This design comes from an exercise in tuning for small area and a short achievable clock period on the open sky130 flow, not from production work.
The RTL was checked by simulation tests, not by an equivalence proof against the original design.
Power figures rest on the tool's default switching activity, not on a simulated workload.

## flow/config.mk

```make
export PLATFORM = sky130hd
export DESIGN_NAME = executeStage
export DESIGN_NICKNAME = executeStage
export VERILOG_FILES = /design/flow/design.v
export SDC_FILE = /design/flow/constraint.sdc
export NUM_CORES = 4
export LEC_CHECK = 0
export CAP_MARGIN = 20
export CORE_MARGIN = 2
export CORE_UTILIZATION = 40
export SLEW_MARGIN = 20
```

## flow/constraint.sdc

```tcl
create_clock -name core_clock -period 7.2 [get_ports {clk_i}]
set_input_delay 1.4400 -clock core_clock [delete_from_list [all_inputs] [get_ports {clk_i}]]
set_output_delay 1.4400 -clock core_clock [all_outputs]
set_load 0.01 [all_outputs]
```

## flow/design.v

```verilog
package y86Pkg;
    localparam int WORD_W = 64;                              
    localparam logic [3:0] REG_NONE = 4'hF;                  
    localparam logic [WORD_W-1:0] STACK_STEP = 64'd8;        
    localparam int ZF_BIT = 2;
    localparam int SF_BIT = 1;
    localparam int OF_BIT = 0;
    localparam logic [2:0] CC_RESET = 3'b100;                
    typedef enum logic [3:0] {
        HALT   = 4'h0,
        NOP    = 4'h1,
        CMOVXX = 4'h2,                                       
        IRMOVQ = 4'h3,
        RMMOVQ = 4'h4,
        MRMOVQ = 4'h5,
        OPQ    = 4'h6,
        JXX    = 4'h7,
        CALL   = 4'h8,
        RET    = 4'h9,
        PUSHQ  = 4'hA,
        POPQ   = 4'hB
    } icodeE;
    typedef enum logic [3:0] {
        ADD = 4'h0,
        SUB = 4'h1,
        AND = 4'h2,
        XOR = 4'h3
    } aluFunE;
    typedef enum logic [3:0] {
        YES = 4'h0,
        LE  = 4'h1,
        L   = 4'h2,
        E   = 4'h3,
        NE  = 4'h4,
        GE  = 4'h5,
        G   = 4'h6
    } condE;
    typedef enum logic [2:0] {
        BUBBLE = 3'd0,
        OK     = 3'd1,
        STALL  = 3'd4
    } statE;
endpackage
`timescale 1ns/1ps
module executeRegister (
    input  logic                         clk_i,
    input  logic                         rst_n_i,
    input  logic                         stall_i,
    input  logic                         bubble_i,
    input  logic [3:0]                   icode_i,
    input  logic [3:0]                   ifun_i,
    input  logic [2:0]                   stat_i,
    input  logic [y86Pkg::WORD_W-1:0]    valA_i,
    input  logic [y86Pkg::WORD_W-1:0]    valB_i,
    input  logic [y86Pkg::WORD_W-1:0]    valC_i,
    input  logic [3:0]                   dstE_i,
    input  logic [3:0]                   dstM_i,
    output logic                         bubble_o,
    output logic [3:0]                   icode_o,
    output logic [2:0]                   cfun_o,      
    output logic                         setCc_o,
    output logic [2:0]                   stat_o,
    output logic [y86Pkg::WORD_W-1:0]    valA_o,
    output logic [y86Pkg::WORD_W-1:1]    opX_o,
    output logic [y86Pkg::WORD_W-1:1]    opY_o,
    output logic                         sum0_o,      
    output logic                         carry1_o,    
    output logic                         noCarry_o,
    output logic [3:0]                   dstE_o,
    output logic [3:0]                   dstM_o
);
    localparam int W = y86Pkg::WORD_W;
    logic kill;
    logic load;
    assign kill = !rst_n_i || bubble_i;
    assign load = !rst_n_i || !stall_i;
    logic isOpq, isCmov, isIrmov, isMem, isPush, isPop, isJxx;
    assign isOpq   = (icode_i == y86Pkg::OPQ);
    assign isCmov  = (icode_i == y86Pkg::CMOVXX);
    assign isIrmov = (icode_i == y86Pkg::IRMOVQ);
    assign isMem   = (icode_i == y86Pkg::RMMOVQ) || (icode_i == y86Pkg::MRMOVQ);
    assign isPush  = (icode_i == y86Pkg::CALL)   || (icode_i == y86Pkg::PUSHQ);
    assign isPop   = (icode_i == y86Pkg::RET)    || (icode_i == y86Pkg::POPQ);
    assign isJxx   = (icode_i == y86Pkg::JXX);
    logic opAdd, opSub, opAnd, opXor;
    assign opAdd = isOpq && (ifun_i == 4'h0);
    assign opSub = isOpq && (ifun_i == 4'h1);
    assign opAnd = isOpq && (ifun_i == 4'h2);
    assign opXor = isOpq && (ifun_i == 4'h3);
    logic xB;
    assign xB = opAdd || opSub || opAnd || opXor || isMem || isPush || isPop;
    logic yA, yNA, yNAB, yC, yM8, yP8;
    assign yA   = opAdd || opXor || isCmov;
    assign yNA  = opSub;
    assign yNAB = opAnd;
    assign yC   = isIrmov || isMem;
    assign yM8  = isPush;
    assign yP8  = isPop;
    logic [W-1:0] xNext, yNext;
    assign xNext = {W{xB}} & valB_i;
    assign yNext = ({W{yA}}   & valA_i)
                 | ({W{yNA}}  & ~valA_i)
                 | ({W{yNAB}} & (~valA_i & valB_i))
                 | ({W{yC}}   & valC_i)
                 | ({W{yM8}}  & (-y86Pkg::STACK_STEP))
                 | ({W{yP8}}  & y86Pkg::STACK_STEP);
    logic [2:0] cfunNext;
    assign cfunNext = ((isJxx || isCmov) && (ifun_i < 4'd7)) ? ifun_i[2:0] : 3'd7;
    always_ff @(posedge clk_i) begin
        if (load) begin
            bubble_o <= kill;
            setCc_o  <= !kill && isOpq;
            icode_o  <= icode_i;
            stat_o   <= stat_i;
            dstE_o   <= dstE_i;
            dstM_o   <= dstM_i;
            valA_o   <= valA_i;
            cfun_o   <= cfunNext;
            opX_o    <= xNext[W-1:1];
            opY_o    <= yNext[W-1:1];
            sum0_o   <= xNext[0] ^ yNext[0] ^ yNA;
            carry1_o <= (xNext[0] & yNext[0]) | ((xNext[0] ^ yNext[0]) & yNA);
            noCarry_o <= opAnd || opXor;
        end
    end
endmodule
`timescale 1ns/1ps
module aluUnit (
    input  logic [y86Pkg::WORD_W-1:1]    opX_i,
    input  logic [y86Pkg::WORD_W-1:1]    opY_i,
    input  logic                         sum0_i,
    input  logic                         carry1_i,
    input  logic                         noCarry_i,
    output logic [y86Pkg::WORD_W-1:0]    valE_o
);
    logic [63:1] gen;
    logic [63:1] prop;
    logic [63:1] carry;
    assign gen  = opX_i & opY_i;
    assign prop = opX_i ^ opY_i;
    logic gn1, pn1;
    logic gn2, pn2;
    logic gn3, pn3;
    logic gn4, pn4;
    logic gn5, pn5;
    logic gn6, pn6;
    logic gn7, pn7;
    logic gn8, pn8;
    logic gn9, pn9;
    logic gn10, pn10;
    logic gn11, pn11;
    logic gn12, pn12;
    logic gn13, pn13;
    logic gn14, pn14;
    logic gn15, pn15;
    logic gn16, pn16;
    logic gn17, pn17;
    logic gn18, pn18;
    logic gn19, pn19;
    logic gn20, pn20;
    logic gn21, pn21;
    logic gn22, pn22;
    logic gn23, pn23;
    logic gn24, pn24;
    logic gn25, pn25;
    logic gn26, pn26;
    logic gn27, pn27;
    logic gn28, pn28;
    logic gn29, pn29;
    logic gn30, pn30;
    logic gn31, pn31;
    logic gn32, pn32;
    logic gn33, pn33;
    logic gn34, pn34;
    logic gn35, pn35;
    logic gn36, pn36;
    logic gn37, pn37;
    logic gn38, pn38;
    logic gn39, pn39;
    logic gn40, pn40;
    logic gn41, pn41;
    logic gn42, pn42;
    logic gn43, pn43;
    logic gn44, pn44;
    logic gn45, pn45;
    logic gn46, pn46;
    logic gn47, pn47;
    logic gn48, pn48;
    logic gn49, pn49;
    logic gn50, pn50;
    logic gn51, pn51;
    logic gn52, pn52;
    logic gn53, pn53;
    logic gn54, pn54;
    logic gn55, pn55;
    logic gn56, pn56;
    logic gn57, pn57;
    logic gn58, pn58;
    logic gn59, pn59;
    logic gn60, pn60;
    logic gn61, pn61;
    logic gn62, pn62;
    logic gn63, pn63;
    logic gn64, pn64;
    logic gn65, pn65;
    logic gn66, pn66;
    logic gn67, pn67;
    logic gn68, pn68;
    logic gn69, pn69;
    logic gn70, pn70;
    logic gn71, pn71;
    logic gn72, pn72;
    logic gn73, pn73;
    logic gn74, pn74;
    logic gn75, pn75;
    logic gn76, pn76;
    logic gn77, pn77;
    logic gn78, pn78;
    logic gn79, pn79;
    logic gn80, pn80;
    logic gn81, pn81;
    logic gn82, pn82;
    logic gn83, pn83;
    logic gn84, pn84;
    logic gn85, pn85;
    logic gn86, pn86;
    logic gn87, pn87;
    logic gn88, pn88;
    logic gn89, pn89;
    logic gn90, pn90;
    logic gn91, pn91;
    logic gn92, pn92;
    logic gn93, pn93;
    logic gn94, pn94;
    logic gn95, pn95;
    logic gn96, pn96;
    logic gn97, pn97;
    logic gn98, pn98;
    logic gn99, pn99;
    logic gn100, pn100;
    logic gn101, pn101;
    logic gn102, pn102;
    logic gn103, pn103;
    logic gn104, pn104;
    logic gn105, pn105;
    logic gn106, pn106;
    logic gn107, pn107;
    logic gn108, pn108;
    logic gn109, pn109;
    logic gn110, pn110;
    logic gn111, pn111;
    logic gn112, pn112;
    logic gn113, pn113;
    logic gn114, pn114;
    logic gn115, pn115;
    logic gn116, pn116;
    logic gn117, pn117;
    logic gn118, pn118;
    logic gn119, pn119;
    logic gn120, pn120;
    logic gn121, pn121;
    logic gn122, pn122;
    logic gn123, pn123;
    logic gn124, pn124;
    logic gn125, pn125;
    logic gn126, pn126;
    logic gn127, pn127;
    logic gn128, pn128;
    logic gn129, pn129;
    logic gn130, pn130;
    logic gn131, pn131;
    logic gn132, pn132;
    logic gn133, pn133;
    logic gn134, pn134;
    logic gn135, pn135;
    logic gn136, pn136;
    logic gn137, pn137;
    logic gn138, pn138;
    logic gn139, pn139;
    logic gn140, pn140;
    logic gn141, pn141;
    logic gn142, pn142;
    logic gn143, pn143;
    logic gn144, pn144;
    logic gn145, pn145;
    logic gn146, pn146;
    logic gn147, pn147;
    logic gn148, pn148;
    logic gn149, pn149;
    logic gn150, pn150;
    logic gn151, pn151;
    logic gn152, pn152;
    logic gn153, pn153;
    logic gn154, pn154;
    logic gn155, pn155;
    logic gn156, pn156;
    logic gn157, pn157;
    logic gn158, pn158;
    logic gn159, pn159;
    logic gn160, pn160;
    logic gn161, pn161;
    logic gn162, pn162;
    logic gn163, pn163;
    logic gn164, pn164;
    logic gn165, pn165;
    logic gn166, pn166;
    logic gn167, pn167;
    logic gn168, pn168;
    logic gn169, pn169;
    logic gn170, pn170;
    logic gn171, pn171;
    logic gn172, pn172;
    logic gn173, pn173;
    logic gn174, pn174;
    logic gn175, pn175;
    logic gn176, pn176;
    logic gn177, pn177;
    logic gn178, pn178;
    logic gn179, pn179;
    logic gn180, pn180;
    logic gn181, pn181;
    logic gn182, pn182;
    logic gn183, pn183;
    logic gn184, pn184;
    logic gn185, pn185;
    logic gn186, pn186;
    logic gn187, pn187;
    logic gn188, pn188;
    logic gn189, pn189;
    logic gn190, pn190;
    logic gn191, pn191;
    logic gn192, pn192;
    assign gn1 = gen[1] | (prop[1] & carry1_i);
    assign gn2 = gen[3] | (prop[3] & gen[2]);
    assign pn2 = prop[3] & prop[2];
    assign gn3 = gen[5] | (prop[5] & gen[4]);
    assign pn3 = prop[5] & prop[4];
    assign gn4 = gen[7] | (prop[7] & gen[6]);
    assign pn4 = prop[7] & prop[6];
    assign gn5 = gen[9] | (prop[9] & gen[8]);
    assign pn5 = prop[9] & prop[8];
    assign gn6 = gen[11] | (prop[11] & gen[10]);
    assign pn6 = prop[11] & prop[10];
    assign gn7 = gen[13] | (prop[13] & gen[12]);
    assign pn7 = prop[13] & prop[12];
    assign gn8 = gen[15] | (prop[15] & gen[14]);
    assign pn8 = prop[15] & prop[14];
    assign gn9 = gen[17] | (prop[17] & gen[16]);
    assign pn9 = prop[17] & prop[16];
    assign gn10 = gen[19] | (prop[19] & gen[18]);
    assign pn10 = prop[19] & prop[18];
    assign gn11 = gen[21] | (prop[21] & gen[20]);
    assign pn11 = prop[21] & prop[20];
    assign gn12 = gen[23] | (prop[23] & gen[22]);
    assign pn12 = prop[23] & prop[22];
    assign gn13 = gen[25] | (prop[25] & gen[24]);
    assign pn13 = prop[25] & prop[24];
    assign gn14 = gen[27] | (prop[27] & gen[26]);
    assign pn14 = prop[27] & prop[26];
    assign gn15 = gen[29] | (prop[29] & gen[28]);
    assign pn15 = prop[29] & prop[28];
    assign gn16 = gen[31] | (prop[31] & gen[30]);
    assign pn16 = prop[31] & prop[30];
    assign gn17 = gen[33] | (prop[33] & gen[32]);
    assign pn17 = prop[33] & prop[32];
    assign gn18 = gen[35] | (prop[35] & gen[34]);
    assign pn18 = prop[35] & prop[34];
    assign gn19 = gen[37] | (prop[37] & gen[36]);
    assign pn19 = prop[37] & prop[36];
    assign gn20 = gen[39] | (prop[39] & gen[38]);
    assign pn20 = prop[39] & prop[38];
    assign gn21 = gen[41] | (prop[41] & gen[40]);
    assign pn21 = prop[41] & prop[40];
    assign gn22 = gen[43] | (prop[43] & gen[42]);
    assign pn22 = prop[43] & prop[42];
    assign gn23 = gen[45] | (prop[45] & gen[44]);
    assign pn23 = prop[45] & prop[44];
    assign gn24 = gen[47] | (prop[47] & gen[46]);
    assign pn24 = prop[47] & prop[46];
    assign gn25 = gen[49] | (prop[49] & gen[48]);
    assign pn25 = prop[49] & prop[48];
    assign gn26 = gen[51] | (prop[51] & gen[50]);
    assign pn26 = prop[51] & prop[50];
    assign gn27 = gen[53] | (prop[53] & gen[52]);
    assign pn27 = prop[53] & prop[52];
    assign gn28 = gen[55] | (prop[55] & gen[54]);
    assign pn28 = prop[55] & prop[54];
    assign gn29 = gen[57] | (prop[57] & gen[56]);
    assign pn29 = prop[57] & prop[56];
    assign gn30 = gen[59] | (prop[59] & gen[58]);
    assign pn30 = prop[59] & prop[58];
    assign gn31 = gen[61] | (prop[61] & gen[60]);
    assign pn31 = prop[61] & prop[60];
    assign gn32 = gen[63] | (prop[63] & gen[62]);
    assign pn32 = prop[63] & prop[62];
    assign gn33 = gen[2] | (prop[2] & gn1);
    assign gn34 = gn2 | (pn2 & gn1);
    assign gn35 = gen[6] | (prop[6] & gn3);
    assign pn35 = prop[6] & pn3;
    assign gn36 = gn4 | (pn4 & gn3);
    assign pn36 = pn4 & pn3;
    assign gn37 = gen[10] | (prop[10] & gn5);
    assign pn37 = prop[10] & pn5;
    assign gn38 = gn6 | (pn6 & gn5);
    assign pn38 = pn6 & pn5;
    assign gn39 = gen[14] | (prop[14] & gn7);
    assign pn39 = prop[14] & pn7;
    assign gn40 = gn8 | (pn8 & gn7);
    assign pn40 = pn8 & pn7;
    assign gn41 = gen[18] | (prop[18] & gn9);
    assign pn41 = prop[18] & pn9;
    assign gn42 = gn10 | (pn10 & gn9);
    assign pn42 = pn10 & pn9;
    assign gn43 = gen[22] | (prop[22] & gn11);
    assign pn43 = prop[22] & pn11;
    assign gn44 = gn12 | (pn12 & gn11);
    assign pn44 = pn12 & pn11;
    assign gn45 = gen[26] | (prop[26] & gn13);
    assign pn45 = prop[26] & pn13;
    assign gn46 = gn14 | (pn14 & gn13);
    assign pn46 = pn14 & pn13;
    assign gn47 = gen[30] | (prop[30] & gn15);
    assign pn47 = prop[30] & pn15;
    assign gn48 = gn16 | (pn16 & gn15);
    assign pn48 = pn16 & pn15;
    assign gn49 = gen[34] | (prop[34] & gn17);
    assign pn49 = prop[34] & pn17;
    assign gn50 = gn18 | (pn18 & gn17);
    assign pn50 = pn18 & pn17;
    assign gn51 = gen[38] | (prop[38] & gn19);
    assign pn51 = prop[38] & pn19;
    assign gn52 = gn20 | (pn20 & gn19);
    assign pn52 = pn20 & pn19;
    assign gn53 = gen[42] | (prop[42] & gn21);
    assign pn53 = prop[42] & pn21;
    assign gn54 = gn22 | (pn22 & gn21);
    assign pn54 = pn22 & pn21;
    assign gn55 = gen[46] | (prop[46] & gn23);
    assign pn55 = prop[46] & pn23;
    assign gn56 = gn24 | (pn24 & gn23);
    assign pn56 = pn24 & pn23;
    assign gn57 = gen[50] | (prop[50] & gn25);
    assign pn57 = prop[50] & pn25;
    assign gn58 = gn26 | (pn26 & gn25);
    assign pn58 = pn26 & pn25;
    assign gn59 = gen[54] | (prop[54] & gn27);
    assign pn59 = prop[54] & pn27;
    assign gn60 = gn28 | (pn28 & gn27);
    assign pn60 = pn28 & pn27;
    assign gn61 = gen[58] | (prop[58] & gn29);
    assign pn61 = prop[58] & pn29;
    assign gn62 = gn30 | (pn30 & gn29);
    assign pn62 = pn30 & pn29;
    assign gn63 = gen[62] | (prop[62] & gn31);
    assign pn63 = prop[62] & pn31;
    assign gn64 = gn32 | (pn32 & gn31);
    assign pn64 = pn32 & pn31;
    assign gn65 = gen[4] | (prop[4] & gn34);
    assign gn66 = gn3 | (pn3 & gn34);
    assign gn67 = gn35 | (pn35 & gn34);
    assign gn68 = gn36 | (pn36 & gn34);
    assign gn69 = gen[12] | (prop[12] & gn38);
    assign pn69 = prop[12] & pn38;
    assign gn70 = gn7 | (pn7 & gn38);
    assign pn70 = pn7 & pn38;
    assign gn71 = gn39 | (pn39 & gn38);
    assign pn71 = pn39 & pn38;
    assign gn72 = gn40 | (pn40 & gn38);
    assign pn72 = pn40 & pn38;
    assign gn73 = gen[20] | (prop[20] & gn42);
    assign pn73 = prop[20] & pn42;
    assign gn74 = gn11 | (pn11 & gn42);
    assign pn74 = pn11 & pn42;
    assign gn75 = gn43 | (pn43 & gn42);
    assign pn75 = pn43 & pn42;
    assign gn76 = gn44 | (pn44 & gn42);
    assign pn76 = pn44 & pn42;
    assign gn77 = gen[28] | (prop[28] & gn46);
    assign pn77 = prop[28] & pn46;
    assign gn78 = gn15 | (pn15 & gn46);
    assign pn78 = pn15 & pn46;
    assign gn79 = gn47 | (pn47 & gn46);
    assign pn79 = pn47 & pn46;
    assign gn80 = gn48 | (pn48 & gn46);
    assign pn80 = pn48 & pn46;
    assign gn81 = gen[36] | (prop[36] & gn50);
    assign pn81 = prop[36] & pn50;
    assign gn82 = gn19 | (pn19 & gn50);
    assign pn82 = pn19 & pn50;
    assign gn83 = gn51 | (pn51 & gn50);
    assign pn83 = pn51 & pn50;
    assign gn84 = gn52 | (pn52 & gn50);
    assign pn84 = pn52 & pn50;
    assign gn85 = gen[44] | (prop[44] & gn54);
    assign pn85 = prop[44] & pn54;
    assign gn86 = gn23 | (pn23 & gn54);
    assign pn86 = pn23 & pn54;
    assign gn87 = gn55 | (pn55 & gn54);
    assign pn87 = pn55 & pn54;
    assign gn88 = gn56 | (pn56 & gn54);
    assign pn88 = pn56 & pn54;
    assign gn89 = gen[52] | (prop[52] & gn58);
    assign pn89 = prop[52] & pn58;
    assign gn90 = gn27 | (pn27 & gn58);
    assign pn90 = pn27 & pn58;
    assign gn91 = gn59 | (pn59 & gn58);
    assign pn91 = pn59 & pn58;
    assign gn92 = gn60 | (pn60 & gn58);
    assign pn92 = pn60 & pn58;
    assign gn93 = gen[60] | (prop[60] & gn62);
    assign pn93 = prop[60] & pn62;
    assign gn94 = gn31 | (pn31 & gn62);
    assign pn94 = pn31 & pn62;
    assign gn95 = gn63 | (pn63 & gn62);
    assign pn95 = pn63 & pn62;
    assign gn96 = gn64 | (pn64 & gn62);
    assign pn96 = pn64 & pn62;
    assign gn97 = gen[8] | (prop[8] & gn68);
    assign gn98 = gn5 | (pn5 & gn68);
    assign gn99 = gn37 | (pn37 & gn68);
    assign gn100 = gn38 | (pn38 & gn68);
    assign gn101 = gn69 | (pn69 & gn68);
    assign gn102 = gn70 | (pn70 & gn68);
    assign gn103 = gn71 | (pn71 & gn68);
    assign gn104 = gn72 | (pn72 & gn68);
    assign gn105 = gen[24] | (prop[24] & gn76);
    assign pn105 = prop[24] & pn76;
    assign gn106 = gn13 | (pn13 & gn76);
    assign pn106 = pn13 & pn76;
    assign gn107 = gn45 | (pn45 & gn76);
    assign pn107 = pn45 & pn76;
    assign gn108 = gn46 | (pn46 & gn76);
    assign pn108 = pn46 & pn76;
    assign gn109 = gn77 | (pn77 & gn76);
    assign pn109 = pn77 & pn76;
    assign gn110 = gn78 | (pn78 & gn76);
    assign pn110 = pn78 & pn76;
    assign gn111 = gn79 | (pn79 & gn76);
    assign pn111 = pn79 & pn76;
    assign gn112 = gn80 | (pn80 & gn76);
    assign pn112 = pn80 & pn76;
    assign gn113 = gen[40] | (prop[40] & gn84);
    assign pn113 = prop[40] & pn84;
    assign gn114 = gn21 | (pn21 & gn84);
    assign pn114 = pn21 & pn84;
    assign gn115 = gn53 | (pn53 & gn84);
    assign pn115 = pn53 & pn84;
    assign gn116 = gn54 | (pn54 & gn84);
    assign pn116 = pn54 & pn84;
    assign gn117 = gn85 | (pn85 & gn84);
    assign pn117 = pn85 & pn84;
    assign gn118 = gn86 | (pn86 & gn84);
    assign pn118 = pn86 & pn84;
    assign gn119 = gn87 | (pn87 & gn84);
    assign pn119 = pn87 & pn84;
    assign gn120 = gn88 | (pn88 & gn84);
    assign pn120 = pn88 & pn84;
    assign gn121 = gen[56] | (prop[56] & gn92);
    assign pn121 = prop[56] & pn92;
    assign gn122 = gn29 | (pn29 & gn92);
    assign pn122 = pn29 & pn92;
    assign gn123 = gn61 | (pn61 & gn92);
    assign pn123 = pn61 & pn92;
    assign gn124 = gn62 | (pn62 & gn92);
    assign pn124 = pn62 & pn92;
    assign gn125 = gn93 | (pn93 & gn92);
    assign pn125 = pn93 & pn92;
    assign gn126 = gn94 | (pn94 & gn92);
    assign pn126 = pn94 & pn92;
    assign gn127 = gn95 | (pn95 & gn92);
    assign pn127 = pn95 & pn92;
    assign gn128 = gn96 | (pn96 & gn92);
    assign pn128 = pn96 & pn92;
    assign gn129 = gen[16] | (prop[16] & gn104);
    assign gn130 = gn9 | (pn9 & gn104);
    assign gn131 = gn41 | (pn41 & gn104);
    assign gn132 = gn42 | (pn42 & gn104);
    assign gn133 = gn73 | (pn73 & gn104);
    assign gn134 = gn74 | (pn74 & gn104);
    assign gn135 = gn75 | (pn75 & gn104);
    assign gn136 = gn76 | (pn76 & gn104);
    assign gn137 = gn105 | (pn105 & gn104);
    assign gn138 = gn106 | (pn106 & gn104);
    assign gn139 = gn107 | (pn107 & gn104);
    assign gn140 = gn108 | (pn108 & gn104);
    assign gn141 = gn109 | (pn109 & gn104);
    assign gn142 = gn110 | (pn110 & gn104);
    assign gn143 = gn111 | (pn111 & gn104);
    assign gn144 = gn112 | (pn112 & gn104);
    assign gn145 = gen[48] | (prop[48] & gn120);
    assign pn145 = prop[48] & pn120;
    assign gn146 = gn25 | (pn25 & gn120);
    assign pn146 = pn25 & pn120;
    assign gn147 = gn57 | (pn57 & gn120);
    assign pn147 = pn57 & pn120;
    assign gn148 = gn58 | (pn58 & gn120);
    assign pn148 = pn58 & pn120;
    assign gn149 = gn89 | (pn89 & gn120);
    assign pn149 = pn89 & pn120;
    assign gn150 = gn90 | (pn90 & gn120);
    assign pn150 = pn90 & pn120;
    assign gn151 = gn91 | (pn91 & gn120);
    assign pn151 = pn91 & pn120;
    assign gn152 = gn92 | (pn92 & gn120);
    assign pn152 = pn92 & pn120;
    assign gn153 = gn121 | (pn121 & gn120);
    assign pn153 = pn121 & pn120;
    assign gn154 = gn122 | (pn122 & gn120);
    assign pn154 = pn122 & pn120;
    assign gn155 = gn123 | (pn123 & gn120);
    assign pn155 = pn123 & pn120;
    assign gn156 = gn124 | (pn124 & gn120);
    assign pn156 = pn124 & pn120;
    assign gn157 = gn125 | (pn125 & gn120);
    assign pn157 = pn125 & pn120;
    assign gn158 = gn126 | (pn126 & gn120);
    assign pn158 = pn126 & pn120;
    assign gn159 = gn127 | (pn127 & gn120);
    assign pn159 = pn127 & pn120;
    assign gn160 = gn128 | (pn128 & gn120);
    assign pn160 = pn128 & pn120;
    assign gn161 = gen[32] | (prop[32] & gn144);
    assign gn162 = gn17 | (pn17 & gn144);
    assign gn163 = gn49 | (pn49 & gn144);
    assign gn164 = gn50 | (pn50 & gn144);
    assign gn165 = gn81 | (pn81 & gn144);
    assign gn166 = gn82 | (pn82 & gn144);
    assign gn167 = gn83 | (pn83 & gn144);
    assign gn168 = gn84 | (pn84 & gn144);
    assign gn169 = gn113 | (pn113 & gn144);
    assign gn170 = gn114 | (pn114 & gn144);
    assign gn171 = gn115 | (pn115 & gn144);
    assign gn172 = gn116 | (pn116 & gn144);
    assign gn173 = gn117 | (pn117 & gn144);
    assign gn174 = gn118 | (pn118 & gn144);
    assign gn175 = gn119 | (pn119 & gn144);
    assign gn176 = gn120 | (pn120 & gn144);
    assign gn177 = gn145 | (pn145 & gn144);
    assign gn178 = gn146 | (pn146 & gn144);
    assign gn179 = gn147 | (pn147 & gn144);
    assign gn180 = gn148 | (pn148 & gn144);
    assign gn181 = gn149 | (pn149 & gn144);
    assign gn182 = gn150 | (pn150 & gn144);
    assign gn183 = gn151 | (pn151 & gn144);
    assign gn184 = gn152 | (pn152 & gn144);
    assign gn185 = gn153 | (pn153 & gn144);
    assign gn186 = gn154 | (pn154 & gn144);
    assign gn187 = gn155 | (pn155 & gn144);
    assign gn188 = gn156 | (pn156 & gn144);
    assign gn189 = gn157 | (pn157 & gn144);
    assign gn190 = gn158 | (pn158 & gn144);
    assign gn191 = gn159 | (pn159 & gn144);
    assign gn192 = gn160 | (pn160 & gn144);
    assign carry = {gn191, gn190, gn189, gn188, gn187, gn186, gn185, gn184, gn183, gn182, gn181, gn180, gn179, gn178, gn177, gn176, gn175, gn174, gn173, gn172, gn171, gn170, gn169, gn168, gn167, gn166, gn165, gn164, gn163, gn162, gn161, gn144, gn143, gn142, gn141, gn140, gn139, gn138, gn137, gn136, gn135, gn134, gn133, gn132, gn131, gn130, gn129, gn104, gn103, gn102, gn101, gn100, gn99, gn98, gn97, gn68, gn67, gn66, gn65, gn34, gn33, gn1, carry1_i};
    assign valE_o = {prop ^ (carry & {63{!noCarry_i}}), sum0_i};
endmodule
`timescale 1ns/1ps
module condUnit (
    input  logic                         clk_i,
    input  logic                         rst_n_i,
    input  logic                         stall_i,
    input  logic                         setCc_i,      
    input  logic                         xSign_i,      
    input  logic                         ySign_i,      
    input  logic                         noCarry_i,    
    input  logic [y86Pkg::WORD_W-1:0]    mValE_i,      
    input  logic [2:0]                   cfun_i,
    output logic                         cnd_o
);
    localparam int MSB = y86Pkg::WORD_W - 1;
    logic [2:0] ccSaved;
    logic       fromM;         
    logic       mSignSame;     
    logic       mXSign;        
    logic [2:0] cc;
    logic       zf;
    logic       sf;
    logic       of;
    assign zf = fromM ? (mValE_i == '0) : ccSaved[y86Pkg::ZF_BIT];
    assign sf = fromM ? mValE_i[MSB]    : ccSaved[y86Pkg::SF_BIT];
    assign of = fromM ? (mSignSame && (mValE_i[MSB] != mXSign)) : ccSaved[y86Pkg::OF_BIT];
    always_comb begin
        cc = '0;
        cc[y86Pkg::ZF_BIT] = zf;
        cc[y86Pkg::SF_BIT] = sf;
        cc[y86Pkg::OF_BIT] = of;
    end
    always_ff @(posedge clk_i) begin
        if (!rst_n_i) begin
            ccSaved <= y86Pkg::CC_RESET;
            fromM   <= 1'b0;
        end else begin
            ccSaved <= cc;
            fromM   <= setCc_i && !stall_i;
        end
    end
    always_ff @(posedge clk_i) begin
        mSignSame <= (xSign_i == ySign_i) && !noCarry_i;
        mXSign    <= xSign_i;
    end
    always_comb begin
        case (cfun_i)
            3'd0:    cnd_o = 1'b1;
            3'd1:    cnd_o = (sf ^ of) | zf;
            3'd2:    cnd_o = sf ^ of;
            3'd3:    cnd_o = zf;
            3'd4:    cnd_o = !zf;
            3'd5:    cnd_o = !(sf ^ of);
            3'd6:    cnd_o = !(sf ^ of) && !zf;
            default: cnd_o = 1'b0;
        endcase
    end
endmodule
`timescale 1ns/1ps
module memoryRegister (
    input  logic                         clk_i,
    input  logic                         rst_n_i,
    input  logic                         stall_i,
    input  logic                         bubble_i,    
    input  logic [3:0]                   icode_i,
    input  logic [2:0]                   stat_i,
    input  logic [y86Pkg::WORD_W-1:0]    valE_i,
    input  logic [y86Pkg::WORD_W-1:0]    valA_i,
    input  logic [3:0]                   dstE_i,
    input  logic [3:0]                   dstM_i,
    input  logic                         cnd_i,
    output logic [3:0]                   icode_o,
    output logic [2:0]                   stat_o,
    output logic [y86Pkg::WORD_W-1:0]    valE_o,
    output logic [y86Pkg::WORD_W-1:0]    valA_o,
    output logic [3:0]                   dstE_o,
    output logic [3:0]                   dstM_o,
    output logic                         cnd_o
);
    logic [3:0] dstESel;
    assign dstESel = (icode_i == y86Pkg::CMOVXX && !cnd_i) ? y86Pkg::REG_NONE : dstE_i;
    always_ff @(posedge clk_i) begin
        if (!rst_n_i || stall_i || bubble_i) begin       
            icode_o <= y86Pkg::NOP;
            stat_o  <= y86Pkg::BUBBLE;
            valE_o  <= '0;
            valA_o  <= '0;
            dstE_o  <= y86Pkg::REG_NONE;
            dstM_o  <= y86Pkg::REG_NONE;
            cnd_o   <= 1'b0;
        end else begin
            icode_o <= icode_i;
            stat_o  <= stat_i;
            valE_o  <= valE_i;
            valA_o  <= valA_i;
            dstE_o  <= dstESel;
            dstM_o  <= dstM_i;
            cnd_o   <= cnd_i;
        end
    end
endmodule
`timescale 1ns/1ps
module executeStage (
    input  logic                         clk_i,
    input  logic                         rst_n_i,
    input  logic                         stall_i,
    input  logic                         bubble_i,
    input  logic [3:0]                   icode_i,
    input  logic [3:0]                   ifun_i,
    input  logic [2:0]                   stat_i,
    input  logic [y86Pkg::WORD_W-1:0]    valA_i,
    input  logic [y86Pkg::WORD_W-1:0]    valB_i,
    input  logic [y86Pkg::WORD_W-1:0]    valC_i,
    input  logic [3:0]                   dstE_i,
    input  logic [3:0]                   dstM_i,
    input  logic [3:0]                   srcA_i,      
    input  logic [3:0]                   srcB_i,
    output logic [3:0]                   icode_o,
    output logic [2:0]                   stat_o,
    output logic [y86Pkg::WORD_W-1:0]    valE_o,
    output logic [y86Pkg::WORD_W-1:0]    valA_o,
    output logic [3:0]                   dstE_o,
    output logic [3:0]                   dstM_o,
    output logic                         cnd_o
);
    logic                      eBubble;
    logic [3:0]                eIcode;
    logic [2:0]                eCfun;
    logic                      eSetCc;
    logic [2:0]                eStat;
    logic [y86Pkg::WORD_W-1:0] eValA;
    logic [y86Pkg::WORD_W-1:1] eOpX;
    logic [y86Pkg::WORD_W-1:1] eOpY;
    logic                      eSum0;
    logic                      eCarry1;
    logic                      eNoCarry;
    logic [3:0]                eDstE;
    logic [3:0]                eDstM;
    logic [y86Pkg::WORD_W-1:0] aluValE;
    logic                      eCnd;
    executeRegister u_executeRegister (
        .clk_i   (clk_i),   .rst_n_i (rst_n_i), .stall_i (stall_i), .bubble_i (bubble_i),
        .icode_i (icode_i), .ifun_i  (ifun_i),  .stat_i  (stat_i),
        .valA_i  (valA_i),  .valB_i  (valB_i),  .valC_i  (valC_i),
        .dstE_i  (dstE_i),  .dstM_i  (dstM_i),
        .bubble_o (eBubble),
        .icode_o (eIcode),  .cfun_o  (eCfun),   .setCc_o (eSetCc), .stat_o (eStat),
        .valA_o  (eValA),   .opX_o   (eOpX),    .opY_o   (eOpY),   .sum0_o (eSum0), .carry1_o (eCarry1),
        .noCarry_o (eNoCarry),
        .dstE_o  (eDstE),   .dstM_o  (eDstM)
    );
    aluUnit u_aluUnit (
        .opX_i  (eOpX),    .opY_i   (eOpY),    .sum0_i (eSum0), .carry1_i (eCarry1), .noCarry_i (eNoCarry),
        .valE_o (aluValE)
    );
    condUnit u_condUnit (
        .clk_i   (clk_i),  .rst_n_i (rst_n_i), .stall_i (stall_i),
        .setCc_i (eSetCc), .xSign_i (eOpX[y86Pkg::WORD_W-1]), .ySign_i (eOpY[y86Pkg::WORD_W-1]),
        .noCarry_i (eNoCarry),
        .mValE_i (valE_o), .cfun_i (eCfun), .cnd_o (eCnd)
    );
    memoryRegister u_memoryRegister (
        .clk_i   (clk_i),   .rst_n_i (rst_n_i), .stall_i (stall_i), .bubble_i (eBubble),
        .icode_i (eIcode),  .stat_i  (eStat),   .valE_i  (aluValE), .valA_i (eValA),
        .dstE_i  (eDstE),   .dstM_i  (eDstM),   .cnd_i   (eCnd),
        .icode_o (icode_o), .stat_o  (stat_o),  .valE_o  (valE_o),  .valA_o (valA_o),
        .dstE_o  (dstE_o),  .dstM_o  (dstM_o),  .cnd_o   (cnd_o)
    );
endmodule
```

## flow/flow/run.sh

```bash
#!/bin/bash
set -euo pipefail
export BUFFER_PORTS_ARGS="-buffer_cell sky130_fd_sc_hd__buf_1"
export CTS_BUF_LIST="sky130_fd_sc_hd__clkbuf_4 sky130_fd_sc_hd__clkbuf_8"
export SETUP_SLACK_MARGIN=4.2
bash standard.sh finish > make_finish.log 2>&1
```

## flow/standard.sh

```bash
#!/bin/bash
# synth_recipe.tcl (not shown) runs the flow's synth.tcl, then flattens the netlist and writes it again
# the make line also repeats each setting of config.mk as NAME=value (left out here)
make -C /OpenROAD-flow-scripts/flow DESIGN_CONFIG=/design/flow/config.mk WORK_HOME=/design/flow/orfs CLKGATE_MAP_FILE= SYNTH_SCRIPT=/design/flow/synth_recipe.tcl "${@:-finish}"
```

==> results of run 1 <==
## layer usage
layer | global-route usage, % | vias to the layer above | share of wire (%)
met2 | 34.9 | 407 | 48
met3 | 5.44 | 96 | 6.5
met4 | 8.32 | 4 | 3.2
met5 | 0 | - | 0.049
met1 | 26.7 | 5794 | 42
li1 | - | 5750 | -
## state kept, by name, indices dropped and copies added (netlist names), 3 cells and up
| name | cells |
|---|---|
| u_condUnit.ccSaved | 3 |
| u_memoryRegister.icode_o | 4 |
| u_executeRegister.valA_o | 64 |
| u_executeRegister.stat_o | 3 |
| u_executeRegister.opY_o | 63 |
| u_executeRegister.dstE_o | 4 |
| u_memoryRegister.stat_o | 3 |
| u_memoryRegister.dstM_o | 4 |
| u_executeRegister.opX_o | 63 |
| u_memoryRegister.valE_o | 64 |
| u_memoryRegister.valA_o | 64 |
| u_memoryRegister.dstE_o | 4 |
| u_executeRegister.dstM_o | 4 |
| u_executeRegister.icode_o | 4 |
| u_executeRegister.cfun_o | 3 |
## cell usage in the layout, fill, tap and decap left out, types with 13 or more instances in the layout
cell,netlist,final
o21ai_1,52,51
a221oi_1,63,62
dfxtp_1,150,150
buf_4,1,31
inv_1,23,23
xor2_1,26,26
clkbuf_4,0,21
nand2_1,48,46
nor2b_1,74,71
a21oi_1,108,103
nand3_1,17,17
buf_1,5,356
ha_1,62,58
nor2_1,78,77
nand4_1,13,13
and2_1,80,78
xnor2_1,26,26
clkbuf_8,0,75
edfxtp_1,213,213
o21ai_0,46,46
## what timing repair did
item / CTS / global route
pin swaps: 5 / 15
buffers inserted: 9 / 19
endpoints found under the setup margin: 86 / 99
cloned: 1 / 2
hold endpoints to repair: 0 / 0
gates resized for setup: 18 / 35
## layout make-up
type / instances / share of cell area, %
Antenna cell: 2 / 0.0258
Clock buffer: 96 / 6.13
Clock inverter: 24 / 1.10
Inverter: 24 / 0.464
Multi-Input combinational cell: 869 / 31.3
Sequential cell: 363 / 48.4
Tap cell: 518 / 3.34
Timing Repair Buffer: 403 / 9.21
## worst register-to-register path: cells and delay by family (launching register included)
family / cells / cell delay, ps
DFF: 1 / 420
adders and majority gates: 1 / 270
buffers and inverters: 1 / 170
AOI/OAI and AO/OA: 4 / 950
and+or+nand+nor: 5 / 1000
## through the flow
| stage | instance area (sq um) | power (mW) | std cells | setup slack, ps |
|---|---|---|---|---|
| 2_1_floorplan | 15600 | 2.96 | 1324 | 3870 |
| 3_3_place_gp | 17500 | 3.20 | 2146 | 3040 |
| 3_5_place_dp | 17500 | 3.21 | 2146 | 3060 |
| 4_1_cts | 19100 | 5.30 | 2276 | 4140 |
| 5_1_grt | 19400 | 5.54 | 2298 | 4160 |
| 6_report | 19400 | 5.30 | 2299 | 4220 |
## logic make-up (layout without fill, tap and decap cells)
kind of cell	after synthesis	count (layout)
XOR/XNOR	52	52
multiplexers	9	9
AND/OR/NAND/NOR	387	388
buffers and inverters	93	547
AO/OA/AOI/OAI	356	356
flip-flops	363	363
other	0	2
adder cells (fa/ha/maj)	64	64
## worst max path at each step
stage | startpoint | end
after global placement | icode_i[3] | u_executeRegister.opY_o[40]
after detailed placement | icode_i[3] | u_executeRegister.opY_o[40]
after CTS | u_executeRegister.opX_o[1] | u_memoryRegister.valE_o[30]
after global routing | u_executeRegister.opX_o[1] | u_memoryRegister.valE_o[58]
after floorplan | icode_i[3] | u_executeRegister.sum0_o
final | icode_i[3] | u_executeRegister.opY_o[40]
## power groups by stage
stage	logic, mW	clock network [mW]	registers (mW)
global placement	0.729	0	2.47
global route	0.884	2.21	2.45
CTS	0.753	2.12	2.43
detailed placement	0.739	0	2.47
finish	0.802	2.07	2.43
floorplan	0.488	0	2.47
==> out/metrics.csv, run 1 <==
metric,value,unit
synthXorXnorAreaFrac,2.92,%
path_buf_inv,5,
seq_area,0.00940,sq mm
synth_compound_area_share,15.1,%
clk_latency,610,ps
dr.pass1.iters,5,
crit_arrival,3380,ps
finalSetupViolCount,0,
power_frac_seq,45.8,%
grt_first_pass_wirelength,66600,microns
worstMarginPinSlew,834,ps
first_global_vias,11905,
grt_usage,21.2,%
whs,388,ps
initial_core_util,40.4,%
vdd_drop_max,0.000155,V
multi_input_area,0.00608,sq mm
clock.fmax,0.335,GHz
r2r_cells,11,
syn_area,0.0156,sq mm
grt_max_degree,88,
avgSynthCellArea,11.8,sq um
crit_path_max_fanout,38,
swShare,26.4,%
maxSlewHeadroom,44.4,%
yosysWarnings,3,
synth_top_area_share,41.0,%
finalCritPeriodShare,41.4,%
via_per_inst,5.24,
p_clk_share,39.0,%
worstHoldStart,u_executeRegister.opX_o[63],
drt-total-wl,45300,microns
ys_top_cells_by_area,"edfxtp_1, dfxtp_1, ha_1, a221oi_1, a21oi_1",
synth_ff_type,edfxtp_1,
die_x,201,microns
core-area,0.0386,sq mm
crit_family,buffers and inverters,
reg2reg_slack,4260,ps
clk_path_buf_depth,3,
cp.required,7600,ps
cp_slowest_cell,buf_6,
finClkSkew,17.7,ps
ys_seq_elements,363,
hold_class,flip-flop to flip-flop,
synth-simple-area-share,13.6,%
synth_nets,1610,
globalplace.congestion,0.838,
finalSetupTns,0,ps
drc,0,
critPathKind,input pin to flip-flop,
synthMostInstantiatedCell,edfxtp_1,
synth_top_family_by_area,compound AO/OA/AOI/OAI gates,
synth_edf_count,213,
path_common_cell,buf_6,
synth.distinct_cells,75,
async_reset_ff_share,0,%
max_stage_delay,340,ps
power_frac_comb,15.1,%
first_iter_violations,605,
fillers,3562,
portBuffers,358,
rr_endpoint,u_memoryRegister.valE_o[58],
hold_end,u_condUnit.mXSign,
worst-path-stages,12,
cap_violations,0,
p_per_area,273,mW/mm^2
htreeDepth,3,
internal-power,3.90,mW
num_io_pins,367,
antenna_left,0,
antenna_found_initial,4,
synth-seq-area-share,60.3,%
fin_crit,2980,ps
endpoint_kind,flip-flop,
run_status,no timing/DRC/antenna violations,
min_path_cells,0,
rsz0062_at_grt,yes,
drive_gt1_share,12.1,%
dieHeight,201,microns
p_leak,7.09,nW
areaGrowthSynthToFinish,24.5,%
dpl.hpwl,29100,microns
p_sw,1.40,mW
cts_buffers,66,
maxSlewViolCount,0,
vias,12051,
final_util,50.3,%
avgRoutedWirePerCell,19.7,microns
synth_common_cells,"edfxtp_1, dfxtp_1, a21oi_1",
finalHoldViolCount,0,
root_buffer,clkbuf_8,
synth.area.mux_share,0.578,%
start_kind,input pin,
row_count,72,
clock-sinks,363,
synth-adder-area-share,5.17,%
crit_chain,buf_6 -> nand2b_4 -> nor2_4 -> nand2_2 -> nor3_4 -> buf_6 -> buf_4 -> and3b_4 -> buf_12 -> buf_6 -> a21oi_1 -> o21ai_0,
fin_nets,2013,
synth_top_cell_by_area,edfxtp_1,
die_area,0.0406,sq mm
grt-ovfl-total,0,
cts_hold_buffers,0,
tritoncts,built,
reg2reg_from,u_executeRegister.opY_o[24],
cts.clk_slew.worst_paths,60,ps
synthCells,1324,
==> run 2, diff against run 1 <==
==> flow/flow/run.sh (replaced) <==
#!/bin/bash
set -euo pipefail
export BUFFER_PORTS_ARGS="-buffer_cell sky130_fd_sc_hd__buf_1"
export CTS_BUF_LIST="sky130_fd_sc_hd__clkbuf_4 sky130_fd_sc_hd__clkbuf_8"
export SETUP_SLACK_MARGIN=4.5
bash standard.sh finish > make_finish.log 2>&1
==> out/metrics.csv, run 2 <==
metric,value,unit
core-area,0.0386,sq mm
synth_top_cell_by_area,edfxtp_1,
p_per_area,260,mW/mm^2
worst-path-stages,13,
whs,395,ps
met2_wirelength,22300,microns
grt_first_pass_wirelength,69000,microns
clock-sinks,363,
cts.clk_slew.worst_paths,60,ps
synth_ff_type,edfxtp_1,
syn_area,0.0156,sq mm
start_kind,input pin,
seq_area,0.00942,sq mm
highest_layer,met4,
globalplace.congestion,0.827,
min_path_cells,0,
pre_cts_slack,2710,ps
reg_top3,"u_executeRegister.valA_o: 64 flops, u_memoryRegister.valA_o: 64 flops, u_memoryRegister.valE_o: 64 flops",
via_per_inst,5.26,
num_io_pins,367,
fin_crit,2850,ps
dr.pass1.iters,7,
crit_arrival,3230,ps
multi_input_area,0.00682,sq mm
cp.required,7580,ps
avgSynthCellArea,11.8,sq um
cap_violations,0,
rsz0062_at_grt,yes,
grt-ovfl-total,0,
crit_family,simple AND/OR/NAND/NOR gates,
drt-total-wl,46700,microns
synth_nets,1610,
synthCells,1324,
drc,0,
dpl.hpwl,28700,microns
die_x,201,microns
clk_path_buf_depth,3,
async_reset_ff_share,0,%
fin_nets,2049,
htreeDepth,2,
ys_top_cells_by_area,"edfxtp_1, dfxtp_1, ha_1, a221oi_1, a21oi_1",
endpoint_kind,flip-flop,
antenna_found_initial,0,
clock.fmax,0.351,GHz
run_status,no timing/DRC/antenna violations,
grt_usage,21.8,%
synth.distinct_cells,75,
cp_slowest_cell,fa_1,
synth_edf_count,213,
finalHoldViolCount,0,
clk_latency,640,ps
drive_gt1_share,19.4,%
initial_core_util,40.4,%
dieHeight,201,microns
finalCritPeriodShare,39.5,%
critPathKind,input pin to flip-flop,
maxSlewViolCount,0,
cts_buffers,61,
reg2reg_slack,4390,ps
antenna_left,0,
ys_seq_elements,363,
crit_chain,buf_8 -> nand2b_4 -> nor2_4 -> nand2_2 -> nor3_4 -> and2_4 -> nor2b_4 -> buf_6 -> a21oi_2 -> nor2_1 -> a221oi_2 -> fa_1 -> inv_1,
root_buffer,clkbuf_8,
final_common_cell,buf_1,
yosysWarnings,3,
antenna_cells,0,
first_global_vias,12067,
vias,12251,
die_area,0.0406,sq mm
wl_met3,3030,microns
synth_common_cells,"edfxtp_1, dfxtp_1, a21oi_1",
worstMarginPinSlew,772,ps
vdd_drop_max,0.000146,V
grt_max_degree,75,
crit_path_max_fanout,4,
path_buf_inv,3,
first_iter_violations,659,
finClkSkew,26.2,ps
synth-seq-area-share,60.3,%
finalSetupTns,0,ps
maxSlewHeadroom,48.6,%
final_util,53.1,%
final_cell_mix,"buf_1, edfxtp_1, dfxtp_1, a21oi_1, and2_1",
max_stage_delay,510,ps
row_count,72,
finalSetupViolCount,0,
place_area,0.0175,sq mm
wl_met1,20200,microns
synthMostInstantiatedCell,edfxtp_1,
tritoncts,built,
avgRoutedWirePerCell,20.1,microns
final.setup.worst_slack,4350,ps
fillers,3451,
portBuffers,358,
p_leak,7.41,nW
hold_class,flip-flop to flip-flop,
r2r_cells,10,
areaGrowthSynthToFinish,31.4,%
finalInstanceArea,0.0205,sq mm
synth_top_area_share,41.0,%
run 2: cell counts after synthesis:
No cell type changed its count.
run 2: power by group:
part | internal [mW] | switching (mW) | total [mW]
Clock | 1.12 | 0.831 | 1.96
Combinational | 0.410 | 0.524 | 0.934
Sequential | 2.37 | 0.0734 | 2.45
run 2: layout make-up:
type,count,share of cell area (%)
clock buffers,97,5.88
clock inverters,13,0.538
inverters,24,0.440
multi-input cells,871,33.3
flip-flops and latches,363,46.0
well taps,518,3.16
repair buffers,442,10.7
run 2: timing repair:
| item | in CTS | in global routing |
|---|---|---|
| hold buffers | 0 | 0 |
| endpoints found under the setup margin | 276 | 231 |
| gates cloned | 4 | 2 |
| pin swaps | 34 | 47 |
| resized for setup | 125 | 88 |
| setup buffers | 39 | 26 |
run 2: stage by stage:
step / std cells / power [mW]
after floorplan: 1324 / 2.96
after global placement: 2147 / 3.19
after detailed placement: 2147 / 3.20
after CTS: 2300 / 5.29
after global routing: 2328 / 5.58
final: 2328 / 5.33
run 2: path summary, 6_finish.rpt:
path | from | endpoint
min reg2reg | u_executeRegister.opX_o[63] | u_condUnit.mXSign
min | u_executeRegister.opX_o[63] | u_condUnit.mXSign
max reg2reg | u_executeRegister.opX_o[33] | u_memoryRegister.valE_o[58]
max | icode_i[3] | u_executeRegister.sum0_o
run 2: logic make-up (layout without fill, tap and decap cells):
| group | Yosys count | after routing | share of synthesized area [%] |
|---|---|---|---|
| AO/OA/AOI/OAI | 356 | 356 | 15.1 |
| XOR/XNOR | 52 | 52 | 2.92 |
| adder cells (fa/ha/maj) | 64 | 64 | 5.17 |
| buffers and inverters | 93 | 576 | 2.38 |
| flip-flops | 363 | 363 | 60.3 |
| multiplexers | 9 | 9 | 0.578 |
| AND/OR/NAND/NOR | 387 | 390 | 13.6 |
run 2: per-layer routing:
layer / vias up / global-route usage [%]
met5: - / 0
met4: 0 / 8.59
met3: 73 / 4.26
met2: 456 / 35.7
met1: 5897 / 28.6
li1: 5825 / -
==> run 3, diff against run 2 <==
==> flow/flow/run.sh (replaced) <==
#!/bin/bash
set -euo pipefail
export BUFFER_PORTS_ARGS="-buffer_cell sky130_fd_sc_hd__buf_1"
export CTS_BUF_LIST="sky130_fd_sc_hd__clkbuf_8 sky130_fd_sc_hd__clkbuf_16"
export CTS_CLUSTER_SIZE=30
export CTS_CLUSTER_DIAMETER=100
export SETUP_SLACK_MARGIN=4.2
bash standard.sh finish > make_finish.log 2>&1
==> out/metrics.csv, run 3 <==
metric,value,unit
run_status,no timing/DRC/antenna violations,
wl_met3,2730,microns
areaGrowthSynthToFinish,18.6,%
clock.fmax,0.336,GHz
synth_compound_area_share,15.1,%
grt_first_pass_wirelength,66200,microns
reg2reg_from,u_executeRegister.opX_o[24],
maxSlewViolCount,0,
drt-total-wl,44000,microns
synth_ff_type,edfxtp_1,
synthMostInstantiatedCell,edfxtp_1,
synth_common_cells,"edfxtp_1, dfxtp_1, a21oi_1",
reg_top3,"u_executeRegister.valA_o: 64 flops, u_memoryRegister.valA_o: 64 flops, u_memoryRegister.valE_o: 64 flops",
fin_nets,1953,
num_io_pins,367,
dpl.hpwl,29100,microns
rsz0062_at_grt,yes,
final_common_cell,buf_1,
dieHeight,201,microns
die_x,201,microns
wl_met1,18900,microns
synth.distinct_cells,75,
root_buffer,clkbuf_16,
vias,11685,
core-area,0.0386,sq mm
worstMarginPinSlew,834,ps
grt-ovfl-total,0,
synthXorXnorAreaFrac,2.92,%
crit_path_max_fanout,6,
critPathKind,input pin to flip-flop,
final_cell_mix,"buf_1, edfxtp_1, dfxtp_1, a21oi_1, and2_1",
initial_core_util,40.4,%
avgRoutedWirePerCell,20.0,microns
startpoint,icode_i[2],
via_per_inst,5.32,
die_area,0.0406,sq mm
cts.clk_slew.worst_paths,110,ps
fin_crit,2970,ps
crit_arrival,3290,ps
yosysWarnings,3,
async_reset_ff_share,0,%
grt_max_degree,88,
reg2reg_slack,4240,ps
antenna_found_initial,3,
finalCritPeriodShare,41.3,%
row_count,72,
critPathCapture,u_executeRegister.sum0_o,
p_per_area,237,mW/mm^2
synth-seq-area-share,60.3,%
cap_violations,0,
htreeDepth,1,
endpoint_kind,flip-flop,
finalHoldViolCount,0,
pre_cts_slack,3060,ps
r2r_cells,11,
syn_area,0.0156,sq mm
avgSynthCellArea,11.8,sq um
clk_path_buf_depth,3,
finalSetupTns,0,ps
rr_endpoint,u_memoryRegister.valE_o[58],
dr.pass1.iters,5,
clk_latency,540,ps
finalSetupViolCount,0,
maxSlewHeadroom,44.4,%
tritoncts,built,
first_global_vias,11558,
synth_nets,1610,
first_iter_violations,630,
hold_class,flip-flop to flip-flop,
synth.area.mux_share,0.578,%
p_leak,6.60,nW
antenna_left,0,
ys_top_cells_by_area,"edfxtp_1, dfxtp_1, ha_1, a221oi_1, a21oi_1",
synthCells,1324,
portBuffers,358,
synth_edf_count,213,
vdd_drop_max,0.000187,V
final.setup.worst_slack,4230,ps
drc,0,
ys_seq_elements,363,
grt_usage,20.9,%
clock-sinks,363,
drive_gt1_share,6.98,%
met2_wirelength,21200,microns
finClkSkew,25.1,ps
synth_top_family_by_area,compound AO/OA/AOI/OAI gates,
cts_hold_buffers,0,
start_kind,input pin,
cts_buffers,17,
synth-simple-area-share,13.6,%
globalplace.congestion,0.838,
highest_layer,met5,
synth_top_area_share,41.0,%
synth-adder-area-share,5.17,%
synth_top_cell_by_area,edfxtp_1,
cp.required,7510,ps
==> run 3: cell counts after synthesis <==
No cell type changed its count.
==> run 3: worst min path at each step <==
| stage | startpoint | end | slack, ps | depth (start not counted) |
|---|---|---|---|---|
| detailed placement | u_executeRegister.opX_o[63] | u_condUnit.mXSign | 380 | 0 |
| CTS | u_executeRegister.opX_o[63] | u_condUnit.mXSign | 410 | 0 |
| global route | u_executeRegister.opX_o[63] | u_condUnit.mXSign | 430 | 0 |
| finish | u_executeRegister.opX_o[63] | u_condUnit.mXSign | 400 | 0 |
| global placement | u_executeRegister.opX_o[63] | u_condUnit.mXSign | 380 | 0 |
| floorplan | u_executeRegister.opX_o[63] | u_condUnit.mXSign | 370 | 0 |
==> run 3: area by class of cell <==
type | count | area, sq um
fill | 3618 | 20100
sequential | 363 | 9400
multi-input combinational | 869 | 6080
timing repair buffer | 392 | 1730
tap | 518 | 648
clock buffer | 17 | 425
clock inverter | 12 | 118
inverter | 24 | 90.1
antenna | 1 | 2.50
==> run 3: routing by layer <==
| layer | global-route usage, % | vias to the layer above |
|---|---|---|
| li1 | - | 5599 |
| met1 | 27.6 | 5606 |
| met2 | 35.3 | 407 |
| met3 | 3.45 | 69 |
| met4 | 6.46 | 4 |
| met5 | 0 | - |
==> run 3: cells by family (layout without fill, tap and decap cells) <==
kind of cell	count (synthesis)	in the layout
DFF	363	363
other	0	1
AOI/OAI and AO/OA	356	356
buffers and inverters	93	445
xor gates and xnor gates	52	52
muxes	9	9
and+or+nand+nor	387	388
adders and majority gates	64	64
==> run 3: per-stage QoR <==
step / area [sq um] / hold WS, ps / instances / total power [mW] / util [%]
global route: 18500 / 431 / 2196 / 4.59 / 48.0
detailed placement: 17500 / 378 / 2146 / 3.21 / 45.4
floorplan: 15600 / 367 / 1324 / 2.96 / -
CTS: 18300 / 406 / 2188 / 4.40 / 47.4
finish: 18500 / 402 / 2196 / 4.39 / 48.0
global placement: 17500 / 378 / 2146 / 3.20 / 45.4
==> run 3: worst max-delay path, cell delays in order <==
cell      delay, ps
buf_1           180
nor2b_1         570
a211oi_4        160
buf_12          180
nand2b_1        150
fa_1            550
inv_1            40
==> run 3: what timing repair did <==
item	CTS	global route
pin swaps	7	9
endpoints found under the setup margin	86	208
resized for setup	22	30
setup buffers	10	7
endpoints found under the hold margin	0	0
cloned	3	0
==> run 3: report_power, final <==
part | leakage [nW] | total (mW) | switching [mW] | internal (mW)
registers | 3.45 | 2.42 | 0.0578 | 2.37
clock network | 0.289 | 1.18 | 0.684 | 0.493
logic | 2.87 | 0.790 | 0.473 | 0.317
total | 6.60 | 4.39 | 1.21 | 3.18
==> run 4, diff against run 3 <==
==> flow/flow/run.sh (replaced) <==
#!/bin/bash
set -euo pipefail
export BUFFER_PORTS_ARGS="-buffer_cell sky130_fd_sc_hd__buf_1"
export CTS_BUF_LIST="sky130_fd_sc_hd__clkbuf_8 sky130_fd_sc_hd__clkbuf_16"
export CTS_CLUSTER_SIZE=30
export CTS_CLUSTER_DIAMETER=100
export SETUP_SLACK_MARGIN=3.9
bash standard.sh finish > make_finish.log 2>&1
==> out/metrics.csv, run 4 <==
metric,value,unit
wl_met3,2970,microns
vdd_drop_max,0.000176,V
maxSlewHeadroom,34.0,%
maxSlewViolCount,0,
finalPower,4.32,mW
synth_edf_count,213,
cp.required,7520,ps
crit_family,simple AND/OR/NAND/NOR gates,
p_per_area,237,mW/mm^2
highest_layer,met4,
power_frac_comb,17.7,%
num_io_pins,367,
min_path_cells,0,
drt-total-wl,44500,microns
ys_seq_elements,363,
path_buf_inv,2,
critPathKind,input pin to flip-flop,
final_cell_mix,"buf_1, edfxtp_1, dfxtp_1, a21oi_1, and2_1",
rsz0062_at_grt,no,
initial_core_util,40.4,%
first_iter_violations,805,
met2_wirelength,20200,microns
globalplace.congestion,0.829,
tritoncts,built,
antenna_left,0,
avgSynthCellArea,11.8,sq um
fin_crit,3220,ps
cts.clk_slew.worst_paths,120,ps
synth_common_cells,"edfxtp_1, dfxtp_1, a21oi_1",
power_frac_seq,56.1,%
avgRoutedWirePerCell,20.3,microns
finClkSkew,16.5,ps
synth_ff_type,edfxtp_1,
drive_gt1_share,5.51,%
hold_class,flip-flop to flip-flop,
worstMarginPinSlew,985,ps
die_area,0.0406,sq mm
htreeDepth,1,
clock-sinks,363,
syn_area,0.0156,sq mm
internal-power,3.13,mW
dr.pass1.iters,5,
cp_slowest_cell,fa_1,
synth-seq-area-share,60.3,%
core-area,0.0386,sq mm
finalHoldViolCount,0,
dieHeight,201,microns
crit_path_max_fanout,5,
via_per_inst,5.33,
grt-ovfl-total,0,
fin_nets,1946,
synth.distinct_cells,75,
async_reset_ff_share,0,%
dpl.hpwl,30100,microns
row_count,72,
die_x,201,microns
hold_end,u_condUnit.mXSign,
reg2reg_slack,4090,ps
areaGrowthSynthToFinish,16.9,%
cap_violations,0,
synth_top_cell_by_area,edfxtp_1,
final_common_cell,buf_1,
crit_chain,clkbuf_2 -> nand2b_4 -> nor2_2 -> nand2_1 -> nor3_4 -> and2_4 -> nor2b_4 -> a21oi_1 -> nor2_1 -> a221oi_1 -> fa_1 -> inv_1,
p_sw,1.18,mW
antenna_found_initial,3,
finalCritPeriodShare,44.8,%
worstHoldStart,u_executeRegister.opX_o[63],
run_status,no timing/DRC/antenna violations,
reg2reg_from,u_executeRegister.opX_o[38],
synthMostInstantiatedCell,edfxtp_1,
crit_arrival,3540,ps
rr_endpoint,u_memoryRegister.valE_o[58],
finalInstanceArea,0.0182,sq mm
clk_path_buf_depth,3,
max_stage_delay,530,ps
synth_nets,1610,
vias,11678,
p_clk_share,26.2,%
cts_buffers,16,
r2r_cells,9,
start_kind,input pin,
final_util,47.3,%
place_area,0.0175,sq mm
wl_met1,19900,microns
clock.fmax,0.310,GHz
clk_latency,540,ps
first_global_vias,11403,
yosysWarnings,3,
finalSetupViolCount,0,
drc,0,
synth_top_area_share,41.0,%
endpoint_kind,flip-flop,
reg_top3,"u_executeRegister.valA_o: 64 flops, u_memoryRegister.valA_o: 64 flops, u_memoryRegister.valE_o: 64 flops",
swShare,27.4,%
finalSetupTns,0,ps
grt_usage,21.2,%
root_buffer,clkbuf_16,
synthCells,1324,
ys_top_cells_by_area,"edfxtp_1, dfxtp_1, ha_1, a221oi_1, a21oi_1",
grt_first_pass_wirelength,66400,microns
portBuffers,358,
whs,413,ps
p_leak,6.46,nW
grt_max_degree,86,
cts_hold_buffers,0,
==> run 4: repair_timing <==
item | in CTS | in global routing
pin swaps | 3 | 2
gates cloned | 2 | 0
resized for setup | 14 | 13
endpoints found under the setup margin | 77 | 80
buffers inserted | 5 | 5
==> run 4: metal layers <==
metal  up-vias  track usage, %
met4         0            7.64
met2       422            34.1
met3        58            4.02
met5         -               0
li1       5570               -
met1      5628            28.7
==> run 4: worst max-delay path by stage <==
stage / startpoint / end / slack (ps) / cells after the start
6_report: icode_i[3] / u_executeRegister.sum0_o / 3980 / 12
5_1_grt: u_executeRegister.opX_o[1] / u_memoryRegister.valE_o[58] / 3900 / 12
4_1_cts: icode_i[3] / u_executeRegister.sum0_o / 3900 / 12
3_5_place_dp: icode_i[3] / u_executeRegister.sum0_o / 2890 / 11
3_3_place_gp: icode_i[3] / u_executeRegister.sum0_o / 2960 / 11
2_1_floorplan: icode_i[3] / u_executeRegister.sum0_o / 3830 / 9
==> run 4: power groups by stage <==
stage | clock, mW | sequential (mW) | combinational [mW]
after global placement | 0 | 2.47 | 0.730
final | 1.13 | 2.42 | 0.762
after floorplan | 0 | 2.47 | 0.487
after detailed placement | 0 | 2.47 | 0.744
after global routing | 1.23 | 2.44 | 0.847
after CTS | 1.17 | 2.42 | 0.757
==> run 4: logic make-up (layout without fill, tap and decap cells) <==
logic type / Yosys count / after routing / share of synthesized area [%]
and+or+nand+nor: 387 / 389 / 13.6
DFF: 363 / 363 / 60.3
AOI/OAI and AO/OA: 356 / 356 / 15.1
buffers and inverters: 93 / 436 / 2.38
adders and majority gates: 64 / 64 / 5.17
xor gates and xnor gates: 52 / 52 / 2.92
muxes: 9 / 9 / 0.578
other: 0 / 3 / 0
==> run 4: layout make-up <==
| class | instances | area (sq um) |
|---|---|---|
| multi-input combinational | 870 | 5950 |
| antenna | 3 | 7.51 |
| fill | 3685 | 20300 |
| sequential | 363 | 9400 |
| timing repair buffer | 385 | 1620 |
| tap | 518 | 648 |
| inverter | 24 | 92.6 |
| clock buffer | 19 | 464 |
| clock inverter | 8 | 42.5 |
==> run 4: through the flow <==
step / cells / setup slack (ps)
floorplan: 1324 / 3830
global placement: 2148 / 2960
detailed placement: 2148 / 2890
CTS: 2182 / 3900
global route: 2188 / 3900
finish: 2190 / 3980
==> run 5, diff against run 4 <==
==> flow/flow/run.sh (replaced) <==
#!/bin/bash
set -euo pipefail
export BUFFER_PORTS_ARGS="-buffer_cell sky130_fd_sc_hd__buf_1"
export CTS_BUF_LIST="sky130_fd_sc_hd__clkbuf_8 sky130_fd_sc_hd__clkbuf_16"
export CTS_CLUSTER_SIZE=24
export CTS_CLUSTER_DIAMETER=100
export SETUP_SLACK_MARGIN=4.2
bash standard.sh finish > make_finish.log 2>&1
==> out/metrics.csv, run 5 <==
metric,value,unit
vias,11783,
power_frac_seq,55.4,%
internal-power,3.18,mW
final_cell_mix,"buf_1, edfxtp_1, dfxtp_1, a21oi_1, and2_1",
dr.pass1.iters,5,
endpoint_kind,flip-flop,
avgSynthCellArea,11.8,sq um
path_common_cell,buf_4,
first_global_vias,11622,
final_util,48.2,%
grt_usage,21.0,%
synthCells,1324,
async_reset_ff_share,0,%
cap_violations,0,
drt-total-wl,44200,microns
htreeDepth,1,
globalplace.congestion,0.838,
syn_area,0.0156,sq mm
finalInstanceArea,0.0186,sq mm
p_sw,1.20,mW
via_per_inst,5.33,
grt_first_pass_wirelength,66300,microns
finClkSkew,18.1,ps
num_io_pins,367,
run_status,no timing/DRC/antenna violations,
power_frac_comb,18.2,%
avgRoutedWirePerCell,20.0,microns
dpl.hpwl,29100,microns
die_area,0.0406,sq mm
fin_crit,2970,ps
crit_arrival,3270,ps
p_per_area,235,mW/mm^2
yosysWarnings,3,
swShare,27.3,%
synth_common_cells,"edfxtp_1, dfxtp_1, a21oi_1",
worstHoldStart,u_executeRegister.opX_o[63],
fin_nets,1965,
vdd_drop_max,0.000203,V
drc,0,
start_kind,input pin,
final_common_cell,buf_1,
synth_top_cell_by_area,edfxtp_1,
first_iter_violations,688,
drive_gt1_share,7.34,%
rsz0062_at_grt,yes,
finalHoldViolCount,0,
reg2reg_from,u_executeRegister.opX_o[24],
finalSetupViolCount,0,
final.setup.worst_slack,4230,ps
cts.clk_slew.worst_paths,90,ps
clk_path_buf_depth,3,
root_buffer,clkbuf_16,
synth.distinct_cells,75,
cp.required,7500,ps
maxSlewViolCount,0,
tritoncts,built,
dieHeight,201,microns
synth_top_area_share,41.0,%
die_x,201,microns
hold_end,u_condUnit.mXSign,
synthMostInstantiatedCell,edfxtp_1,
critPathKind,input pin to flip-flop,
synth-seq-area-share,60.3,%
clock.fmax,0.337,GHz
cp_slowest_cell,fa_1,
reg_top3,"u_executeRegister.valA_o: 64 flops, u_memoryRegister.valA_o: 64 flops, u_memoryRegister.valE_o: 64 flops",
finalCritPeriodShare,41.3,%
initial_core_util,40.4,%
pre_cts_slack,3060,ps
antenna_left,0,
ys_seq_elements,363,
reg2reg_slack,4240,ps
hold_class,flip-flop to flip-flop,
ys_top_cells_by_area,"edfxtp_1, dfxtp_1, ha_1, a221oi_1, a21oi_1",
synth_edf_count,213,
maxSlewHeadroom,45.6,%
fillers,3612,
rr_endpoint,u_memoryRegister.valE_o[58],
areaGrowthSynthToFinish,19.2,%
row_count,72,
cts_buffers,19,
antenna_found_initial,4,
core-area,0.0386,sq mm
worstMarginPinSlew,816,ps
clock-sinks,363,
crit_path_max_fanout,4,
r2r_cells,11,
grt_max_degree,88,
portBuffers,358,
max_stage_delay,550,ps
p_leak,6.67,nW
min_path_cells,0,
clk_latency,530,ps
synth_ff_type,edfxtp_1,
p_clk_share,26.4,%
finalSetupTns,0,ps
crit_chain,buf_8 -> nand2b_4 -> nor2_4 -> nand2_2 -> nor3_4 -> buf_4 -> buf_4 -> a211oi_4 -> buf_12 -> nand2b_1 -> fa_1 -> inv_1,
synth_nets,1610,
place_area,0.0175,sq mm
grt-ovfl-total,0,
==> run 5: critical path: cells and delay by family <==
family	cells	cell delay, ps
buf+inv	5	580
compound gates	1	60
simple gates	5	640
fa+ha+maj	1	550
==> run 5: cell families after synthesis <==
| family | Yosys count | share of synthesized area, % |
|---|---|---|
| AO/OA/AOI/OAI | 356 | 15.1 |
| multiplexers | 9 | 0.578 |
| XOR/XNOR | 52 | 2.92 |
| buffers and inverters | 93 | 2.38 |
| adder cells (fa/ha/maj) | 64 | 5.17 |
| AND/OR/NAND/NOR | 387 | 13.6 |
| flip-flops | 363 | 60.3 |
==> run 5: through the flow <==
step	std cells	hold slack (ps)	total power [mW]
floorplan	1324	367	2.96
global placement	2146	378	3.20
detailed placement	2146	378	3.21
CTS	2192	400	4.39
global route	2209	427	4.59
finish	2209	397	4.37
==> run 5: worst max-delay path by stage <==
stage                                      startpoint                     endpoint  slack, ps  cells after the start
after CTS                  u_executeRegister.opX_o[1]  u_memoryRegister.valE_o[30]       4120                     11
after global placement                     icode_i[3]  u_executeRegister.opY_o[40]       3040                      9
after global routing      u_executeRegister.opX_o[24]  u_memoryRegister.valE_o[58]       4100                     11
after detailed placement                   icode_i[3]  u_executeRegister.opY_o[40]       3060                      9
after floorplan                            icode_i[3]     u_executeRegister.sum0_o       3870                     12
final                                      icode_i[3]     u_executeRegister.sum0_o       4230                     12
==> run 5: metal layers <==
layer  vias up  part of all wire [%]  GRT usage [%]
met3        77                   6.0           4.34
li1       5617                     -              -
met1      5694                    43           27.2
met2       389                    48           35.1
met4         6                   3.1           6.91
met5         -                 0.079              0
==> run 5: timing repair <==
action,4_1_cts,5_1_grt
endpoints found under the setup margin,86,213
hold buffers,0,0
resized for setup,23,31
pin swaps,8,13
setup buffers,11,16
gates cloned,3,0
==> run 5: layout make-up <==
cell class / count / area (sq um) / area share (%)
diodes: 1 / 2.50 / 0.0135
clock buffers: 19 / 475 / 2.56
clock inverters: 13 / 66.3 / 0.357
inverters: 24 / 90.1 / 0.485
multi-input cells: 869 / 6080 / 32.7
flip-flops and latches: 363 / 9400 / 50.6
well taps: 518 / 648 / 3.49
repair buffers: 402 / 1820 / 9.77
==> run 5: power by group through the flow <==
stage,clock network (mW),registers [mW],logic (mW)
after detailed placement,0,2.47,0.739
after global placement,0,2.47,0.729
after floorplan,0,2.47,0.488
after CTS,1.20,2.42,0.767
final,1.15,2.42,0.798
after global routing,1.27,2.44,0.878

Check on run 5: ideal ports give 4.230 ns setup slack; a clkbuf_16 on the clock port and buf_2 on the inputs give 4.237 ns; moving port delays by the midpoint clock arrival (0.577 ns) as well gives 3.661 ns.
